Background: an optimization exercise with open tools, aiming at small area. Do not read the settings as production practice.
The RTL was checked by simulation tests, not by an equivalence proof against the original design.
Power is estimated from default activity; no workload was simulated.

<file path="flow/design.v">
package banner_scroller_pkg;
    localparam int WORD_W = 71;
    localparam int ROWS   = 15;
    localparam int WIN_W  = 32;
    localparam int GAP    = 8;
    localparam int ADDR_W = 5;
    localparam int OFF_W  = 7;
    localparam logic [OFF_W:0] SPAN_X   = 8'(WORD_W + GAP);
    localparam logic [OFF_W:0] WORD_X   = 8'(WORD_W);
    localparam logic [3:0]     LAST_ROW = 4'(ROWS - 1);
    typedef logic [1:0] state_t;
    localparam state_t IDLE    = 2'd0;
    localparam state_t FETCH   = 2'd1;
    localparam state_t WAIT    = 2'd2;
    localparam state_t PRESENT = 2'd3;
endpackage
import banner_scroller_pkg::*;
module banner_window_extract (
    input  logic [WORD_W-1:0] rom_data,
    input  logic [OFF_W-1:0]  offset,
    output logic [WIN_W-1:0]  window
);
    generate
        for (genvar gi = 0; gi < WIN_W; gi++) begin : g_col
            logic [OFF_W:0]   pos_raw;
            logic [OFF_W:0]   pos;
            logic [OFF_W-1:0] bit_sel;
            assign pos_raw = {1'b0, offset} + (OFF_W+1)'(gi);
            assign pos     = (pos_raw >= SPAN_X) ? pos_raw - SPAN_X : pos_raw;
            assign bit_sel = OFF_W'(WORD_X - 8'd1 - pos);
            assign window[WIN_W-1-gi] = (pos < WORD_X) ? rom_data[bit_sel] : 1'b0;
        end
    endgenerate
endmodule
import banner_scroller_pkg::*;
module banner_scroller (
    input  logic              clk,
    input  logic              rst_n,
    input  logic              enable,
    input  logic              scroll_tick,
    output logic [ADDR_W-1:0] rom_addr,
    input  logic [WORD_W-1:0] rom_data,
    output logic              row_valid,
    input  logic              row_ready,
    output logic [3:0]        row_idx,
    output logic [WIN_W-1:0]  row_pixels,
    output logic              frame_done,
    output logic [OFF_W-1:0]  offset
);
    logic [1:0]        state_q, state_d;
    logic [ADDR_W-1:0] addr_q, addr_d;
    logic [3:0]        idx_q, idx_d;
    logic [WIN_W-1:0]  pix_q, pix_d;
    logic              fd_q, fd_d;
    logic [OFF_W-1:0]  off_q, off_d;
    logic              pend_q, pend_d;
    logic [WIN_W-1:0]  window;
    function automatic logic [OFF_W-1:0] offset_step(input logic [OFF_W-1:0] off);
        offset_step = (off == OFF_W'(WORD_W + GAP - 1)) ? '0 : off + OFF_W'(1);
    endfunction
    banner_window_extract u_extract (
        .rom_data (rom_data),
        .offset   (off_q),
        .window   (window)
    );
    always_comb begin
        state_d = state_q;
        addr_d  = addr_q;
        idx_d   = idx_q;
        pix_d   = pix_q;
        fd_d    = 1'b0;
        off_d   = off_q;
        pend_d  = pend_q | scroll_tick;
        case (state_q)
            IDLE: begin
                if (enable) begin
                    state_d = FETCH;
                    addr_d  = ADDR_W'(idx_q);
                end
            end
            FETCH: state_d = WAIT;
            WAIT: begin
                pix_d   = window;
                state_d = PRESENT;
            end
            PRESENT: begin
                if (row_ready) begin
                    state_d = enable ? FETCH : IDLE;
                    if (idx_q == LAST_ROW) begin
                        idx_d  = '0;
                        addr_d = '0;
                        fd_d   = 1'b1;
                        if (pend_q) off_d = offset_step(off_q);
                        pend_d = scroll_tick;
                    end else begin
                        idx_d  = idx_q + 4'd1;
                        addr_d = addr_q + ADDR_W'(1);
                    end
                end
            end
            default: state_d = IDLE;
        endcase
    end
    always_ff @(posedge clk) begin
        if (!rst_n) begin
            state_q <= IDLE;
            addr_q  <= '0;
            idx_q   <= '0;
            pix_q   <= '0;
            fd_q    <= 1'b0;
            off_q   <= '0;
            pend_q  <= 1'b0;
        end else begin
            state_q <= state_d;
            addr_q  <= addr_d;
            idx_q   <= idx_d;
            pix_q   <= pix_d;
            fd_q    <= fd_d;
            off_q   <= off_d;
            pend_q  <= pend_d;
        end
    end
    assign rom_addr   = addr_q;
    assign row_valid  = (state_q == PRESENT);
    assign row_idx    = idx_q;
    assign row_pixels = pix_q;
    assign frame_done = fd_q;
    assign offset     = off_q;
endmodule
</file>
<file path="flow/run.sh">
#!/bin/bash
# synth_recipe.tcl (not shown) runs the flow's synth.tcl, then flattens the netlist and writes it again
# the make line also repeats each setting of config.mk as NAME=value (left out here)
make -C /OpenROAD-flow-scripts/flow DESIGN_CONFIG=/design/flow/config.mk WORK_HOME=/design/flow/orfs CLKGATE_MAP_FILE= SYNTH_SCRIPT=/design/flow/synth_recipe.tcl finish
</file>
<file path="flow/config.mk">
export PLATFORM = sky130hd
export DESIGN_NAME = banner_scroller
export DESIGN_NICKNAME = banner_scroller
export VERILOG_FILES = /design/flow/design.v
export SDC_FILE = /design/flow/constraint.sdc
export NUM_CORES = 8
export LEC_CHECK = 0
export ABC_AREA = 1
export CAP_MARGIN = 30
export CORE_MARGIN = 2
export CORE_UTILIZATION = 40
export SLEW_MARGIN = 20
</file>
<file path="flow/constraint.sdc">
create_clock -name core_clock -period 7.0 [get_ports {clk}]
set_input_delay 1.4000 -clock core_clock [delete_from_list [all_inputs] [get_ports {clk}]]
set_output_delay 1.4000 -clock core_clock [all_outputs]
set_load 0.01 [all_outputs]
</file>
==> summary.txt <==
registers in the layout, indices dropped and copies added, names as in the netlist:
register / flops
addr_q: 5
fd_q: 1
idx_q: 4
off_q: 7
pend_q: 1
pix_q: 32
state_q: 2
how the worst max path moves through the flow:
| stage | end |
|---|---|
| 2_1_floorplan | pix_q[0] |
| 3_3_place_gp | pix_q[4] |
| 3_5_place_dp | pix_q[4] |
| 4_1_cts | pix_q[4] |
| 5_1_grt | pix_q[25] |
| 6_report | pix_q[4] |
cell usage after synthesis (all sizes together), types with 9 or more instances:
library cell  number
inv              476
a211oi             9
xnor2             33
nand4             48
nor3              31
nor2             278
o211ai           491
ha                74
buf              275
xor2             166
a21oi            169
clkinv            43
nand2           2653
a31oi             12
dfxtp             52
o21ai            431
nand3b            20
nand3           1594
o221ai            25
o22ai             18
clkbuf           329
power by group through the flow:
stage / Combinational (mW) / Sequential [mW] / Clock, mW
4_1_cts: 1.45 / 0.434 / 0.315
5_1_grt: 1.59 / 0.445 / 0.322
6_report: 1.61 / 0.438 / 0.319
3_5_place_dp: 1.45 / 0.439 / 0
2_1_floorplan: 0.636 / 0.429 / 0
3_3_place_gp: 1.43 / 0.440 / 0
per-layer routing:
layer / track usage / routed length [um]
met5: 0.01034 / 319
met2: 0.6447 / 88500
met1: 0.6210 / 88030
met4: 0.3515 / 23190
met3: 0.2847 / 49380
per-stage QoR:
| step | setup WS (ps) | total power, mW | util | hold WS, ps | cells |
|---|---|---|---|---|---|
| after floorplan | 2306 | 1.066 | - | 447.9 | 7282 |
| after detailed placement | 1363 | 1.885 | 0.4221 | 462.1 | 8181 |
| final | 964.6 | 2.365 | 0.4273 | 472.9 | 8237 |
| after global placement | 1428 | 1.873 | 0.4196 | 453.6 | 8169 |
| after CTS | 1341 | 2.202 | 0.4238 | 476.1 | 8189 |
| after global routing | 714.1 | 2.361 | 0.4265 | 481.9 | 8206 |
final cells by class:
cell class / instances / area, um2
tap: 1176 / 1471
timing repair buffer: 342 / 3127
fill: 10116 / 51550
antenna: 33 / 82.58
multi-input combinational: 6107 / 30640
sequential: 52 / 1046
inverter: 519 / 1951
clock inverter: 2 / 17.52
clock buffer: 6 / 128.9
cells by family (layout without fill, tap and decap cells):
family | Yosys count | count (layout) | synth area share
other | 0 | 33 | 0
buffers and inverters | 1123 | 869 | 0.1291
adders and majority gates | 74 | 74 | 0.02547
AOI/OAI and AO/OA | 1193 | 1193 | 0.2107
DFF | 52 | 52 | 0.02864
and+or+nand+nor | 4640 | 4640 | 0.5506
muxes | 1 | 1 | 0.0002754
xor gates and xnor gates | 199 | 199 | 0.05517
worst register-to-register path, stage by stage, from the launching register on:
cell and delay [ps]:
sky130_fd_sc_hd__dfxtp_2 570, sky130_fd_sc_hd__buf_4 370, sky130_fd_sc_hd__ha_1 780, sky130_fd_sc_hd__a21oi_2 160, sky130_fd_sc_hd__o21ai_0 200, sky130_fd_sc_hd__xor2_1 340, sky130_fd_sc_hd__nand2_1 200, sky130_fd_sc_hd__nand3_1 130
sky130_fd_sc_hd__nand2_2 480, sky130_fd_sc_hd__ha_1 980, sky130_fd_sc_hd__clkinv_1 680, sky130_fd_sc_hd__nand3_1 250, sky130_fd_sc_hd__nand2_1 80, sky130_fd_sc_hd__nand2_1 50, sky130_fd_sc_hd__nand2_1 70, sky130_fd_sc_hd__nand2_1 60
sky130_fd_sc_hd__nand2_1 40, sky130_fd_sc_hd__nor2_1 100, sky130_fd_sc_hd__nand2_1 60, sky130_fd_sc_hd__nand3_1 90, sky130_fd_sc_hd__nand2_1 100, sky130_fd_sc_hd__nand2_1 70, sky130_fd_sc_hd__a21oi_1 60
==> flow_summary.rst <==
.. list-table::
   :header-rows: 1

   * - Metric
     - Value
   * - Cell at the root of the clock tree
     - sky130_fd_sc_hd__clkbuf_16
   * - Routed Wire Length
     - 249400 um
   * - Run status
     - finished clean
   * - Most frequent cell on the critical path
     - sky130_fd_sc_hd__nand2_1
   * - Number of rows in the core area
     - 110
   * - Sequential fraction of the synthesis area
     - 0.02864
   * - Switching power total
     - 1.421 mW
   * - Layout overhead on the synthesized area
     - 5.813%
   * - Clock power share
     - 0.135
   * - Final setup fails
     - 0
   * - Delay of the slowest cell on the worst path
     - 960 ps
   * - Relative max-transition margin
     - 0.1894
   * - Worst Reg2Reg Path Length in Cells
     - 22
   * - Most used cells in the layout excluding fill and tap cells
     - 2569 x sky130_fd_sc_hd__nand2_1, 1586 x sky130_fd_sc_hd__nand3_1, 491 x sky130_fd_sc_hd__o211ai_1
   * - Number of antenna violations at the first check in global routing
     - 25
   * - Proportion of synthesized flip-flops having asynchronous set or reset
     - 0
   * - Width of the chip
     - 305.5 um
   * - Critical path depth in cells
     - 22
   * - Max-capacitance violation count
     - 0
   * - GR Overflow Total
     - 0
   * - Endpoint of the most critical register-to-register path
     - pix_q[4]
   * - Clock tree skew after final layout
     - 34.46 ps
   * - Clock sink count
     - 52
   * - Max Clk Rate
     - 0.1657 GHz
   * - Min-Delay Path Class
     - reg -> reg
   * - Maximum count of clock buffers along a single path
     - 2
   * - Part of the total power dissipated in combinational logic
     - 0.680
   * - Slowest stage cell on the critical path
     - sky130_fd_sc_hd__ha_1
   * - Floorplan Core Area
     - 0.09001 mm2
   * - Number of routed nets with antenna violations
     - 0
   * - Largest cells by area after synthesis
     - sky130_fd_sc_hd__nand2_1 27%, sky130_fd_sc_hd__nand3_1 22%, sky130_fd_sc_hd__o211ai_1 10%, sky130_fd_sc_hd__o21ai_0 4.6%, sky130_fd_sc_hd__inv_1 4.3%
   * - Height of the die
     - 305.5 um
   * - Startpoint of the most critical hold path
     - pix_q[18]
   * - Input/output buffers
     - 125
   * - Library cell with the largest summed area after synthesis
     - sky130_fd_sc_hd__nand2_1
   * - Min cycle time layout
     - 6035 ps
   * - Overall fraction of global-route tracks in use
     - 0.5038
   * - Final max-slew violation count
     - 0
   * - Dominant synthesized flop cell
     - sky130_fd_sc_hd__dfxtp_1
   * - Number of unique standard cell types used by synthesis
     - 60
   * - Netlist area before placement
     - 0.03635 mm2
   * - Internal reg-to-reg setup slack
     - 960 ps
   * - Post_cts resized
     - 0
   * - RR Startpoint
     - off_q[4]
   * - Syn_area_per_cell
     - 4.992 um2
   * - Vias per cell
     - 6.799
   * - Clock slew at reported path FFs
     - 110 ps
   * - Post-Syn Instances
     - 7282
   * - Worst skew pair latency
     - 370 ps
   * - Flop and latch count out of synthesis
     - 52
   * - RSZ-0062 raised after global routing
     - false
   * - Final RePlAce weighted congestion
     - 1.123
   * - Post-CTS setup buffer count
     - 0
   * - Arr. time, crit path
     - 6260 ps
   * - Sequential share of power
     - 0.185
   * - Cts hold-fix bufs
     - 0
   * - Post-route DRC violation count
     - 0
   * - Setup Total Neg Slack
     - 0 ps
   * - Worst setup SP type
     - flip-flop
   * - Number of failing hold endpoints at the final stage
     - 0
   * - Hold Crit Depth
     - 2
   * - Cell-internal power
     - 0.9432 mW
   * - Leak pwr
     - 16.87 nW
   * - Vias in the first global route
     - 46675
   * - Pin count of the biggest net entering global routing
     - 72
   * - CTS Buf Count
     - 5
   * - Number of iterations in the first detailed-routing pass
     - 13
   * - TritonCTS clock tree
     - done
   * - CP Capture Type
     - flip-flop
   * - Highest fanout seen on the critical path
     - 36
   * - CP Cell Sequence
     - buf_4, ha_1, a21oi_2, o21ai_0, xor2_1, nand2_1, nand3_1, nand2_2, ha_1, clkinv_1, nand3_1, nand2_1, nand2_1, nand2_1, nand2_1, nand2_1, nor2_1, nand2_1, nand3_1, nand2_1, nand2_1, a21oi_1
   * - Average wire length per cell after detail routing
     - 30.28 um
   * - Most common library cell in the layout ignoring fill and taps
     - sky130_fd_sc_hd__nand2_1
   * - Final nets
     - 7177
   * - Highest ir drop seen on vdd
     - 0.2040 mV
   * - Critical path data required time
     - 7220 ps
   * - Synthesized net count
     - 7432
   * - Starting Density
     - 0.4039
   * - Final worst-path cycle share
     - 0.8622
   * - CP Launch Point
     - off_q[4]
   * - Class of the most critical setup path
     - reg -> reg
   * - Drt initial violations
     - 12042
   * - Count of pins on the block boundary
     - 126
   * - Via Count
     - 56001
   * - Fraction of layout cells with a size suffix above 1
     - 0.07570
   * - Cell family with the largest share of critical-path delay
     - simple AND/OR/NAND/NOR gates
   * - Post-synth EDFFs
     - 0
   * - Switching power as a share of total power
     - 0.6011
   * - Die area
     - 0.09331 mm2
   * - Yosys top cell area share
     - 0.2659
   * - Buffer and inverter count on the worst path
     - 2
   * - Hold-critical path endpoint
     - pix_q[18]
   * - Ratio of total power to cell area
     - 61.47 mW/mm2
   * - Worst-Margin Slew
     - 1216 ps
   * - Cell area reported after detailed placement
     - 0.03800 mm2
   * - Yosys warning count
     - 1
   * - Number of levels in the clock H-tree
     - 2
   * - Post-DP HPWL
     - 165200 um
   * - Design area
     - 0.03847 mm2
   * - Global-route wire length before repair
     - 343400 um

## what the ideal ports hide
The flow's constraints put no driver on any port. The routed layout listed below was extracted and timed again, unchanged, in two steps. Step 1 assumes that a clkbuf_16 drives the clock port and a buf_2 every other input. Step 2 also shifts input and output timing later by t, the mid clock arrival at the registers, as if the neighbouring blocks saw the same clock. Slacks: no drivers / after step 1 / after step 2; pairs: no drivers / after step 1.
shift t [ns]: 0.404
setup slack, ns: 0.965 / 0.965 / 0.965
worst setup path after step 2: register to register
clock arrival spread, ns: 0.035 / 0.035
slew at the worst register clock pin (ns): 0.11 / 0.11
After both steps setup and hold are still met in this run. For this run, drivers alone change the setup slack by 0.000 ns; drivers and shift together by 0.000 ns.
